From an optimization exercise on the open Yosys and OpenROAD flow, aimed at small area; shortcuts taken in it are not production practice. RTL that was checked went through simulation tests only; none was proved equivalent to the original. Power figures rest on the tool's default switching activity, not on a simulated workload.

zinc:
==> module noc_bridge, before the edit <==
module noc_bridge
(
    input  wire logic        c,
    input  wire logic        rst,
    input  wire logic        cmd_w,
    input  wire logic [7:0]  data_w,
    input  wire logic [31:0] data_rd,
    output logic             cmd_r,
    output logic [7:0]       data_r,
    output logic             sel,
    output logic             rw,
    output logic [31:0]      addr,
    output logic [31:0]      data_wr
);
    logic [31:0] s_a  [0:3];
    logic [7:0]  s_id [0:3];
    logic [1:0]  s_k  [0:3];   
    logic [31:0] q_d  [0:2];
    logic [1:0]  dw;           
    logic [1:0]  dr;           
    logic [1:0]  g;            
    logic [7:0]  l1, l2, l3;
    logic [1:0]  dd;           
    logic [7:0]  dly;
    logic [3:0]  pc;           
    logic        pwr;          
    logic [2:0]  wp;           
    logic        act;
    logic [3:0]  b;            
    logic [2:0]  rp;           
    logic        dl;           
    logic [1:0]  fk;           
    wire op_ok = cmd_w && (data_w == 8'h23 || data_w == 8'h63);
    wire done  = (pc == 4'd9 && !pwr) || pc == 4'd13;
    wire [1:0] d_new = 2'd1 - wp[1:0] - g;
    always_ff @(posedge c or posedge rst) begin
        if (rst) begin
            pc <= '0;
            wp <= '0;
            dw <= '0;
            g  <= '0;
        end else begin
            g <= g + 2'd1;
            if (pc == 4'd0) begin
                if (op_ok) pc <= 4'd4 - {2'b0, d_new};
            end else if (done) begin
                pc <= 4'd0;
                wp <= wp + 3'd1;
                if (pwr) dw <= (dw == 2'd2) ? 2'd0 : dw + 2'd1;
            end else begin
                pc <= pc + 4'd1;
            end
        end
    end
    always_ff @(posedge c) begin
        l1 <= data_w;
        l2 <= l1;
        l3 <= l2;
        if (pc == 4'd0) begin
            pwr <= data_w[6];
            dd  <= d_new;
        end
    end
    always_comb begin
        case (dd)
            2'd0:    dly = data_w;
            2'd1:    dly = l1;
            2'd2:    dly = l2;
            default: dly = l3;
        endcase
    end
    always_ff @(posedge c) begin
        for (int i = 0; i < 4; i++) begin
            s_a[i]  <= s_a[(i + 3) % 4];
            s_id[i] <= s_id[(i + 3) % 4];
            s_k[i]  <= s_k[(i + 3) % 4];
            if (pc == 4'(5 + i)) s_a[i][8*i +: 8] <= dly;
        end
        if (pc == 4'd4) s_id[3] <= dly;
        if (pc == 4'd9) s_k[0]  <= pwr ? 2'd0 : dly[3:2];
        for (int i = 0; i < 3; i++) begin
            q_d[i] <= {(dw == 2'(i) && pc >= 4'd10) ? dly : q_d[i][7:0], q_d[i][31:8]};
        end
    end
    wire h_wr   = (fk == 2'd0);
    wire last   = h_wr ? (b[0] == 1'b1) : (b == {fk, 2'b11});
    wire rd_cap = act && !h_wr && b[1:0] == {dl, ~dl} && b[3:2] < fk;
    wire        free = !act || last;
    wire [2:0]  n    = act ? rp + 3'd1 : rp;
    wire [1:0]  n_p  = 2'd0 - n[1:0];        
    wire        ph0  = (g + 2'd1 == n_p);    
    wire        ph1  = (g + 2'd2 == n_p);    
    wire        go   = free && (n != wp) && (ph0 || ph1);
    always_ff @(posedge c or posedge rst) begin
        if (rst) begin
            act <= 1'b0;
            rp  <= '0;
            dr  <= '0;
        end else begin
            if (free) begin
                rp  <= n;
                act <= go;
            end
            if (act && last && h_wr) dr <= (dr == 2'd2) ? 2'd0 : dr + 2'd1;
        end
    end
    always_ff @(posedge c) begin
        if (go) begin
            b  <= '0;
            dl <= ph1;
            fk <= ph0 ? s_k[3] : s_k[2];
        end else begin
            b  <= b + 4'd1;
        end
    end
    logic [31:0] wb;
    logic [7:0]  wt;
    always_ff @(posedge c) begin
        wb <= rd_cap ? data_rd : {data_rd[31:24], wb[31:8]};
        wt <= wb[7:0];
    end
    wire [31:0] h_a = s_a[0];
    assign sel     = act && (h_wr ? (b == {3'b0, dl}) : (b[1:0] == {1'b0, dl} && b[3:2] < fk));
    assign rw      = h_wr;
    logic [31:0] ai;
    logic [31:4] cz;
    always_comb begin
        ai[1:0] = h_a[1:0];
        ai[2]   = h_a[2] ^ b[2];
        ai[3]   = h_a[3] ^ b[3] ^ (h_a[2] & b[2]);
        cz[4]   = h_a[3] & (b[3] | (h_a[2] & b[2]));
        for (int i = 4; i < 32; i++) begin
            ai[i] = h_a[i] ^ cz[i];
            if (i < 31) cz[i+1] = cz[i] & h_a[i];
        end
    end
    assign addr    = ai;
    assign data_wr = q_d[dr];
    always_comb begin
        cmd_r  = 1'b0;
        data_r = 8'h00;
        if (act) begin
            if (b == 4'd0) begin
                cmd_r  = 1'b1;
                data_r = h_wr ? 8'h80 : 8'h40;
            end else if (b == 4'd1) begin
                data_r = dl ? s_id[0] : s_id[1];
            end else if (b == 4'd2) begin
                data_r = {4'b0, fk, 2'b00};
            end else if (last) begin
                cmd_r  = 1'b1;
                data_r = 8'hE0;
            end else begin
                data_r = dl ? wb[7:0] : wt;
            end
        end
    end
endmodule
export LEC_CHECK = 0
export CAP_MARGIN = 20
export CORE_MARGIN = 2
export CORE_UTILIZATION = 60
export PLACE_DENSITY = 0.9
export SLEW_MARGIN = 20
create_clock -name core_clock -period 5.0 [get_ports {c}]
standard.sh (not shown) runs the stock make flow with config.mk's settings and CLKGATE_MAP_FILE= SYNTH_SCRIPT=/design/flow/synth_recipe.tcl, a recipe that flattens the netlist after the stock synthesis.
==> flow/flow/run.sh <==
#!/bin/bash
# Standard layout, with the port buffers made of the smallest buffer cell and no dummy clock loads.
set -euo pipefail
bash standard.sh "BUFFER_PORTS_ARGS=-buffer_cell sky130_fd_sc_hd__buf_1" "CTS_ARGS=-sink_clustering_enable -repair_clock_nets -sink_clustering_size 18 -sink_clustering_max_diameter 60 -buf_list sky130_fd_sc_hd__clkbuf_8 -dont_use_dummy_load" finish > standard_flow.log 2>&1
The flow completed for zinc, but it is not clean: the layout still shows negative setup slack.
### zinc -> lagoon
--- a/flow/design.v
+++ b/flow/design.v
@@ -138,19 +138,7 @@
     wire [31:0] h_a = s_a[0];
     assign sel     = act && (h_wr ? (b == {3'b0, dl}) : (b[1:0] == {1'b0, dl} && b[3:2] < fk));
     assign rw      = h_wr;
-    logic [31:0] ai;
-    logic [31:4] cz;
-    always_comb begin
-        ai[1:0] = h_a[1:0];
-        ai[2]   = h_a[2] ^ b[2];
-        ai[3]   = h_a[3] ^ b[3] ^ (h_a[2] & b[2]);
-        cz[4]   = h_a[3] & (b[3] | (h_a[2] & b[2]));
-        for (int i = 4; i < 32; i++) begin
-            ai[i] = h_a[i] ^ cz[i];
-            if (i < 31) cz[i+1] = cz[i] & h_a[i];
-        end
-    end
-    assign addr    = ai;
+    assign addr    = {h_a[31:2] + 30'(b[3:2]), h_a[1:0]};
     assign data_wr = q_d[dr];
     always_comb begin
         cmd_r  = 1'b0;
## What came out
- lagoon ran to completion and came out clean on the timing, DRC and antenna checks.
- Re leakage power figure: zinc and lagoon aren't equal, and the higher value belongs to zinc.
- STATUS detailed-route via count: lagoon loses against zinc
- | critical path depth | higher: zinc |
- The setup slack of lagoon is larger than that of zinc.
- Cells: lagoon has more instances than zinc
- Diff zinc -> lagoon: area of combinational cells with multiple inputs went down, count of instances resized after the clock tree is built went down, sum of net half-perimeters after detailed placement went up, total of plain and repair buffers excluding clock buffers went down.
- Lower number of global-route vias before repair was reported by zinc, not lagoon.
Only the layout flow was run in zinc; the RTL was not checked for function there.

delta:
Another version of the RTL of noc_bridge (not shown whole).
Size in the first run: roughly 850 cells after synthesis, about 360 flip-flops, ~11,000 um^2 of cells after synthesis.
==> module noc_bridge, before the edit <==
module noc_bridge
(
    input  wire logic        c,
    input  wire logic        rst,
    input  wire logic        cmd_w,
    input  wire logic [7:0]  data_w,
    input  wire logic [31:0] data_rd,
    output logic             cmd_r,
    output logic [7:0]       data_r,
    output logic             sel,
    output logic             rw,
    output logic [31:0]      addr,
    output logic [31:0]      data_wr
);
    logic [31:0] s_a  [0:3];
    logic [7:0]  s_id [0:3];
    logic [1:0]  s_k  [0:3];   
    logic [31:0] q_d  [0:2];   
    logic [1:0]  dw;           
    logic [2:0]  dr;           
    logic [1:0]  g;            
    logic [7:0]  l1, l2, l3;
    logic [1:0]  dd;           
    logic [7:0]  dly;
    logic [3:0]  pc;           
    logic        pwr;          
    logic [2:0]  wp;           
    logic        act;
    logic [3:0]  b;            
    logic [2:0]  rp;           
    logic        dl;           
    logic [1:0]  fk;           
    wire op_ok = cmd_w && (data_w == 8'h23 || data_w == 8'h63);
    wire done  = (pc == 4'd9 && !pwr) || pc == 4'd13;
    wire [1:0] d_new = 2'd1 - wp[1:0] - g;
    always_ff @(posedge c or posedge rst) begin
        if (rst) begin
            pc <= '0;
            wp <= '0;
            dw <= '0;
            g  <= '0;
        end else begin
            g <= g + 2'd1;
            if (pc == 4'd0) begin
                if (op_ok) pc <= 4'd4 - {2'b0, d_new};
            end else if (done) begin
                pc <= 4'd0;
                wp <= wp + 3'd1;
                if (pwr) dw <= (dw == 2'd2) ? 2'd0 : dw + 2'd1;
            end else begin
                pc <= pc + 4'd1;
            end
        end
    end
    always_ff @(posedge c) begin
        l1 <= data_w;
        l2 <= l1;
        l3 <= l2;
        if (pc == 4'd0) begin
            pwr <= data_w[6];
            dd  <= d_new;
        end
    end
    always_comb begin
        case (dd)
            2'd0:    dly = data_w;
            2'd1:    dly = l1;
            2'd2:    dly = l2;
            default: dly = l3;
        endcase
    end
    always_ff @(posedge c) begin
        for (int i = 0; i < 4; i++) begin
            s_a[i]  <= s_a[(i + 3) % 4];
            s_id[i] <= s_id[(i + 3) % 4];
            s_k[i]  <= s_k[(i + 3) % 4];
            if (pc == 4'(5 + i)) s_a[i][8*i +: 8] <= dly;
        end
        if (pc == 4'd4) s_id[3] <= dly;
        if (pc == 4'd9) s_k[0]  <= pwr ? 2'd0 : dly[3:2];
        for (int i = 0; i < 3; i++) begin
            q_d[i] <= {(dw == 2'(i) && pc >= 4'd10) ? ~dly : q_d[i][7:0], q_d[i][31:8]};
        end
    end
    wire h_wr   = (fk == 2'd0);
    wire last   = h_wr ? (b[0] == 1'b1) : (b == {fk, 2'b11});
    wire rd_cap = act && !h_wr && b[1:0] == {dl, ~dl} && b[3:2] < fk;
    wire        free = !act || last;
    wire [2:0]  n    = act ? rp + 3'd1 : rp;
    wire [1:0]  n_p  = 2'd0 - n[1:0];        
    wire        ph0  = (g + 2'd1 == n_p);    
    wire        ph1  = (g + 2'd2 == n_p);    
    wire        go   = free && (n != wp) && (ph0 || ph1);
    always_ff @(posedge c or posedge rst) begin
        if (rst) begin
            act <= 1'b0;
            rp  <= '0;
            dr  <= 3'b001;
        end else begin
            if (free) begin
                rp  <= n;
                act <= go;
            end
            if (act && last && h_wr) dr <= {dr[1:0], dr[2]};
        end
    end
    always_ff @(posedge c) begin
        if (go) begin
            b  <= '0;
            dl <= ph1;
            fk <= ph0 ? s_k[3] : s_k[2];
        end else begin
            b  <= b + 4'd1;
        end
    end
    logic [31:0] wb;
    logic [7:0]  wt;
    always_ff @(posedge c) begin
        wb <= rd_cap ? data_rd : {data_rd[31:24], wb[31:8]};
        wt <= wb[7:0];
    end
    wire [31:0] h_a = s_a[0];
    assign sel     = act && (h_wr ? (b == {3'b0, dl}) : (b[1:0] == {1'b0, dl} && b[3:2] < fk));
    assign rw      = h_wr;
    logic [31:0] ai;
    logic [31:4] cz;
    logic [7:0]  gc;
    always_comb begin
        ai[1:0] = h_a[1:0];
        ai[2]   = h_a[2] ^ b[2];
        ai[3]   = h_a[3] ^ b[3] ^ (h_a[2] & b[2]);
        gc[0]   = 1'b0;
        gc[1]   = h_a[3] & (b[3] | (h_a[2] & b[2]));
        for (int k = 1; k < 7; k++) gc[k+1] = gc[k] & (&h_a[4*k +: 4]);
        for (int k = 1; k < 8; k++) begin
            cz[4*k] = gc[k];
            for (int i = 4*k + 1; i < 4*k + 4; i++) cz[i] = cz[i-1] & h_a[i-1];
        end
        for (int i = 4; i < 32; i++) ai[i] = h_a[i] ^ cz[i];
    end
    assign addr    = ai;
    assign data_wr = ~(({32{dr[0]}} & q_d[0]) | ({32{dr[1]}} & q_d[1]) | ({32{dr[2]}} & q_d[2]));
    always_comb begin
        cmd_r  = 1'b0;
        data_r = 8'h00;
        if (act) begin
            if (b == 4'd0) begin
                cmd_r  = 1'b1;
                data_r = h_wr ? 8'h80 : 8'h40;
            end else if (b == 4'd1) begin
                data_r = dl ? s_id[0] : s_id[1];
            end else if (b == 4'd2) begin
                data_r = {4'b0, fk, 2'b00};
            end else if (last) begin
                cmd_r  = 1'b1;
                data_r = 8'hE0;
            end else begin
                data_r = dl ? wb[7:0] : wt;
            end
        end
    end
endmodule
export LEC_CHECK = 0
export CAP_MARGIN = 20
export CORE_MARGIN = 2
export CORE_UTILIZATION = 60
export PLACE_DENSITY = 0.9
export SLEW_MARGIN = 20
create_clock -name core_clock -period 5.0 [get_ports {c}]
Scripts as last shown in full above: flow/flow/run.sh
Having completed the whole flow, delta delivered a layout that passed the timing, DRC and antenna checks.
Relative to delta, the following input files were edited for juniper:
diff --git a/flow/design.v b/flow/design.v
--- a/flow/design.v
+++ b/flow/design.v
@@ -32,7 +32,7 @@
     logic [7:0]  s_id [0:3];
     logic [1:0]  s_k  [0:3];   
-    logic [31:0] q_d  [0:2];   
+    logic [31:0] q_d  [0:2];
     logic [1:0]  dw;           
-    logic [2:0]  dr;           
+    logic [1:0]  dr;           
     logic [1:0]  g;            
     logic [7:0]  l1, l2, l3;
@@ -96,5 +96,5 @@
         if (pc == 4'd9) s_k[0]  <= pwr ? 2'd0 : dly[3:2];
         for (int i = 0; i < 3; i++) begin
-            q_d[i] <= {(dw == 2'(i) && pc >= 4'd10) ? ~dly : q_d[i][7:0], q_d[i][31:8]};
+            q_d[i] <= {(dw == 2'(i) && pc >= 4'd10) ? dly : q_d[i][7:0], q_d[i][31:8]};
         end
     end
@@ -112,5 +112,5 @@
             act <= 1'b0;
             rp  <= '0;
-            dr  <= 3'b001;
+            dr  <= '0;
         end else begin
             if (free) begin
@@ -118,5 +118,5 @@
                 act <= go;
             end
-            if (act && last && h_wr) dr <= {dr[1:0], dr[2]};
+            if (act && last && h_wr) dr <= (dr == 2'd2) ? 2'd0 : dr + 2'd1;
         end
     end
@@ -156,5 +156,5 @@
     end
     assign addr    = ai;
-    assign data_wr = ~(({32{dr[0]}} & q_d[0]) | ({32{dr[1]}} & q_d[1]) | ({32{dr[2]}} & q_d[2]));
+    assign data_wr = q_d[dr];
     always_comb begin
         cmd_r  = 1'b0;
[summary]
- juniper — critical path data arrival time 0.21 ns higher, delta as reference
- Post-synthesis compound-gate area fraction: juniper and delta compared, lower one is juniper
- juniper has less setup slack than delta.
- Side by side, synthesized cell count turned out lower in juniper than in delta.
- Summary of juniper over delta: sum of routed wire segments on met1 saw an increase; non-clock buffer instance count of the final layout saw a decrease; register-to-register setup slack saw a decrease; switching power saw an increase; net count after synthesis saw a decrease.
- The global-route wire length before repair of juniper was inferior to that of delta.
- Against delta as the reference, juniper delivers a lower post-place setup slack.

The RTL this note starts from:
==> flow/design.v <==
`default_nettype none
package noc_pkg;
    typedef enum logic [7:0] {
        RESP_READ  = 8'h40,
        RESP_WRITE = 8'h80
    } resp_kind_e;
    typedef struct packed {
        resp_kind_e                          kind;    
        logic [7:0]                          src_id;  
        logic [7:0]                          len;     
        logic [0:3-1][31:0]     words;   
    } resp_entry_t;
endpackage
`default_nettype wire
`timescale 1ns/1ps
`default_nettype none
module noc_bridge
(
    input  wire logic        c,
    input  wire logic        rst,
    input  wire logic        cmd_w,
    input  wire logic [7:0]  data_w,
    input  wire logic [31:0] data_rd,
    output logic             cmd_r,
    output logic [7:0]       data_r,
    output logic             sel,
    output logic             rw,
    output logic [31:0]      addr,
    output logic [31:0]      data_wr
);
    logic [1:0]  q_k  [0:3];   
    logic [7:0]  q_id [0:3];
    logic [1:0]  q_p  [0:3];   
    logic [31:0] q_a  [0:3];   
    logic [31:0] q_d  [0:2];   
    logic [1:0]  dw;           
    logic [1:0]  dr;           
    logic [1:0]  g;            
    logic [3:0]  pc;           
    logic        pwr;          
    logic [2:0]  wp;           
    logic        act;
    logic [3:0]  b;            
    logic [2:0]  rp;           
    logic        dl;           
    wire op_ok = cmd_w && (data_w == 8'h23 || data_w == 8'h63);
    wire done  = (pc == 4'd6 && !pwr) || pc == 4'd10;
    always_ff @(posedge c or posedge rst) begin
        if (rst) begin
            pc <= '0;
            wp <= '0;
            dw <= '0;
            g  <= '0;
        end else begin
            g <= g + 2'd1;
            if (pc == 4'd0) begin
                if (op_ok) pc <= 4'd1;
            end else if (done) begin
                pc <= 4'd0;
                wp <= wp + 3'd1;
                if (pwr) dw <= (dw == 2'd2) ? 2'd0 : dw + 2'd1;
            end else begin
                pc <= pc + 4'd1;
            end
        end
    end
    always_ff @(posedge c) begin
        if (pc == 4'd0) pwr <= data_w[6];
    end
    wire [1:0]  h    = rp[1:0];
    wire [1:0]  h_k  = q_k[h];
    wire        h_wr = (h_k == 2'd0);
    wire [7:0]  h_id = q_id[h];
    wire [31:0] h_a  = q_a[h];
    wire [31:0] h_d  = q_d[dr];
    wire last   = h_wr ? (b[0] == 1'b1) : (b == {h_k, 2'b11});
    wire rd_cap = act && !h_wr && b[1:0] == {dl, ~dl} && b[3:2] < h_k;
    wire        free = !act || last;
    wire [2:0]  n    = act ? rp + 3'd1 : rp;
    wire [1:0]  n_p  = q_p[n[1:0]];
    wire        ph0  = (g + 2'd1 == n_p);    
    wire        ph1  = (g + 2'd2 == n_p);    
    wire        go   = free && (n != wp) && (ph0 || ph1);
    always_ff @(posedge c or posedge rst) begin
        if (rst) begin
            act <= 1'b0;
            rp  <= '0;
            dr  <= '0;
        end else begin
            if (free) begin
                rp  <= n;
                act <= go;
            end
            if (act && last && h_wr) dr <= (dr == 2'd2) ? 2'd0 : dr + 2'd1;
        end
    end
    always_ff @(posedge c) begin
        if (go) begin
            b  <= '0;
            dl <= ph1;
        end else begin
            b  <= b + 4'd1;
        end
    end
    always_ff @(posedge c) begin
        for (int i = 0; i < 4; i++) begin
            q_a[i] <= {(wp[1:0] == 2'(i) && pc >= 4'd2 && pc <= 4'd5) ? data_w : q_a[i][7:0],
                       q_a[i][31:8]};
            if (wp[1:0] == 2'(i)) begin
                if (pc == 4'd1) q_id[i] <= data_w;
                if (pc == 4'd6) q_k[i]  <= pwr ? 2'd0 : data_w[3:2];
                if (done)       q_p[i]  <= g + 2'd1;
            end
        end
        for (int i = 0; i < 3; i++) begin
            q_d[i] <= {(dw == 2'(i) && pc >= 4'd7) ? data_w : q_d[i][7:0], q_d[i][31:8]};
        end
    end
    logic [31:0] wb;
    logic [7:0]  wt;
    always_ff @(posedge c) begin
        wb <= rd_cap ? data_rd : {data_rd[31:24], wb[31:8]};
        wt <= wb[7:0];
    end
    wire [31:0] a_al = {h_a[23:0], h_a[31:24]};
    assign sel     = act && (h_wr ? (b == {3'b0, dl}) : (b[1:0] == {1'b0, dl} && b[3:2] < h_k));
    assign rw      = h_wr;
    logic [31:0] ai;
    logic [31:4] cz;
    logic [7:0]  gc;
    always_comb begin
        ai[1:0] = a_al[1:0];
        ai[2]   = a_al[2] ^ b[2];
        ai[3]   = a_al[3] ^ b[3] ^ (a_al[2] & b[2]);
        gc[1]   = a_al[3] & (b[3] | (a_al[2] & b[2]));
        for (int g = 1; g < 7; g++) gc[g+1] = gc[g] & (&a_al[4*g +: 4]);
        for (int g = 1; g < 8; g++) begin
            cz[4*g] = gc[g];
            for (int i = 4*g + 1; i < 4*g + 4; i++) cz[i] = cz[i-1] & a_al[i-1];
        end
        for (int i = 4; i < 32; i++) ai[i] = a_al[i] ^ cz[i];
        gc[0] = 1'b0;
    end
    assign addr    = ai;
    assign data_wr = h_d;
    always_comb begin
        cmd_r  = 1'b0;
        data_r = 8'h00;
        if (act) begin
            if (b == 4'd0) begin
                cmd_r  = 1'b1;
                data_r = h_wr ? 8'h80 : 8'h40;
            end else if (b == 4'd1) begin
                data_r = h_id;
            end else if (b == 4'd2) begin
                data_r = {4'b0, h_k, 2'b00};
            end else if (last) begin
                cmd_r  = 1'b1;
                data_r = 8'hE0;
            end else begin
                data_r = dl ? wb[7:0] : wt;
            end
        end
    end
endmodule
`default_nettype wire
==> flow/config.mk <==
export PLATFORM = sky130hd
export DESIGN_NAME = noc_bridge
export DESIGN_NICKNAME = noc_bridge
export VERILOG_FILES = /design/flow/design.v
export SDC_FILE = /design/flow/constraint.sdc
export NUM_CORES = 4
export LEC_CHECK = 0
export CAP_MARGIN = 20
export CORE_MARGIN = 2
export CORE_UTILIZATION = 40
export SLEW_MARGIN = 20
==> flow/constraint.sdc <==
create_clock -name core_clock -period 5.0 [get_ports {c}]
set_input_delay 1.0000 -clock core_clock [delete_from_list [all_inputs] [get_ports {c}]]
set_output_delay 1.0000 -clock core_clock [all_outputs]
set_load 0.01 [all_outputs]
==> flow/flow/run.sh <==
#!/bin/bash
# Standard layout, with the port buffers made of the smallest buffer cell and no dummy clock loads.
set -euo pipefail
bash standard.sh "BUFFER_PORTS_ARGS=-buffer_cell sky130_fd_sc_hd__buf_1" "CTS_ARGS=-sink_clustering_enable -repair_clock_nets -sink_clustering_size 25 -sink_clustering_max_diameter 100 -dont_use_dummy_load" finish > standard_flow.log 2>&1
The first run ran to the end with no violations.
Edit:
--- a/flow/design.v
+++ b/flow/design.v
@@ -125,23 +125,7 @@
     wire [31:0] a_al = {h_a[23:0], h_a[31:24]};
     assign sel     = act && (h_wr ? (b == {3'b0, dl}) : (b[1:0] == {1'b0, dl} && b[3:2] < h_k));
     assign rw      = h_wr;
-    logic [31:0] ai;
-    logic [31:4] cz;
-    logic [7:0]  gc;
-    always_comb begin
-        ai[1:0] = a_al[1:0];
-        ai[2]   = a_al[2] ^ b[2];
-        ai[3]   = a_al[3] ^ b[3] ^ (a_al[2] & b[2]);
-        gc[1]   = a_al[3] & (b[3] | (a_al[2] & b[2]));
-        for (int g = 1; g < 7; g++) gc[g+1] = gc[g] & (&a_al[4*g +: 4]);
-        for (int g = 1; g < 8; g++) begin
-            cz[4*g] = gc[g];
-            for (int i = 4*g + 1; i < 4*g + 4; i++) cz[i] = cz[i-1] & a_al[i-1];
-        end
-        for (int i = 4; i < 32; i++) ai[i] = a_al[i] ^ cz[i];
-        gc[0] = 1'b0;
-    end
-    assign addr    = ai;
+    assign addr    = {a_al[31:2] + 30'(b[3:2]), a_al[1:0]};
     assign data_wr = h_d;
     always_comb begin
         cmd_r  = 1'b0;
Cell count went up slightly.
Synthesized area grows slightly.
Power hardly moves.
Via count decreases slightly.
Wire length went down slightly.
Non-clock buffer count decreases by 3.
Design area falls slightly.
Die area is higher slightly.
Clock-buffer cell count does not change.
Global-route usage falls by 0.58 points.
Utilization drops by 0.39 points.
Sequential share of layout area rises by 0.17 points.
Function not checked in the first run of this note: the RTL went through the layout flow alone.

[afterwards: timing with drivers on the ports]
No port has a modelled driver above. Below, the same layouts with a new extraction and two added sets of constraints.
Step 1 (the two cells are an assumption about what drives the block):
set clk [get_ports {c}]
set_driving_cell -lib_cell sky130_fd_sc_hd__clkbuf_16 $clk
set_driving_cell -lib_cell sky130_fd_sc_hd__buf_2 [delete_from_list [all_inputs] $clk]
Step 2 moves the port delays by t, midway between the first and last clock arrival at a register: inputs arrive t later, outputs are due t later. That takes back most of the time a late clock gives input paths.
Three values: ideal, step 1, step 2; two values: the first two.
| run | t, ns | setup slack, ns | hold WS [ns] | worst register clock-pin slew, ns | cell pins on the clock port's net |
|---|---|---|---|---|---|
| zinc | 0.575 | -1.720 / -1.756 / -1.181 | 0.312 / 0.312 / 0.312 | 0.11 / 0.11 | 1 |
| lagoon | 0.569 | 1.007 / 0.967 / 1.536 | 0.317 / 0.317 / 0.317 | 0.11 / 0.11 | 1 |
| delta | 0.564 | 0.711 / 0.673 / 1.237 | 0.296 / 0.296 / 0.296 | 0.11 / 0.11 | 1 |
| juniper | 0.565 | 0.499 / 0.462 / 1.026 | 0.294 / 0.294 / 0.294 | 0.11 / 0.11 | 1 |
| the first run of note 3 | 0.528 | 0.293 / 0.248 / 0.776 | 0.340 / 0.340 / 0.340 | 0.10 / 0.10 | 1 |
| the second run of note 3 | 0.534 | 0.364 / 0.319 / 0.854 | 0.317 / 0.317 / 0.317 | 0.10 / 0.10 | 1 |
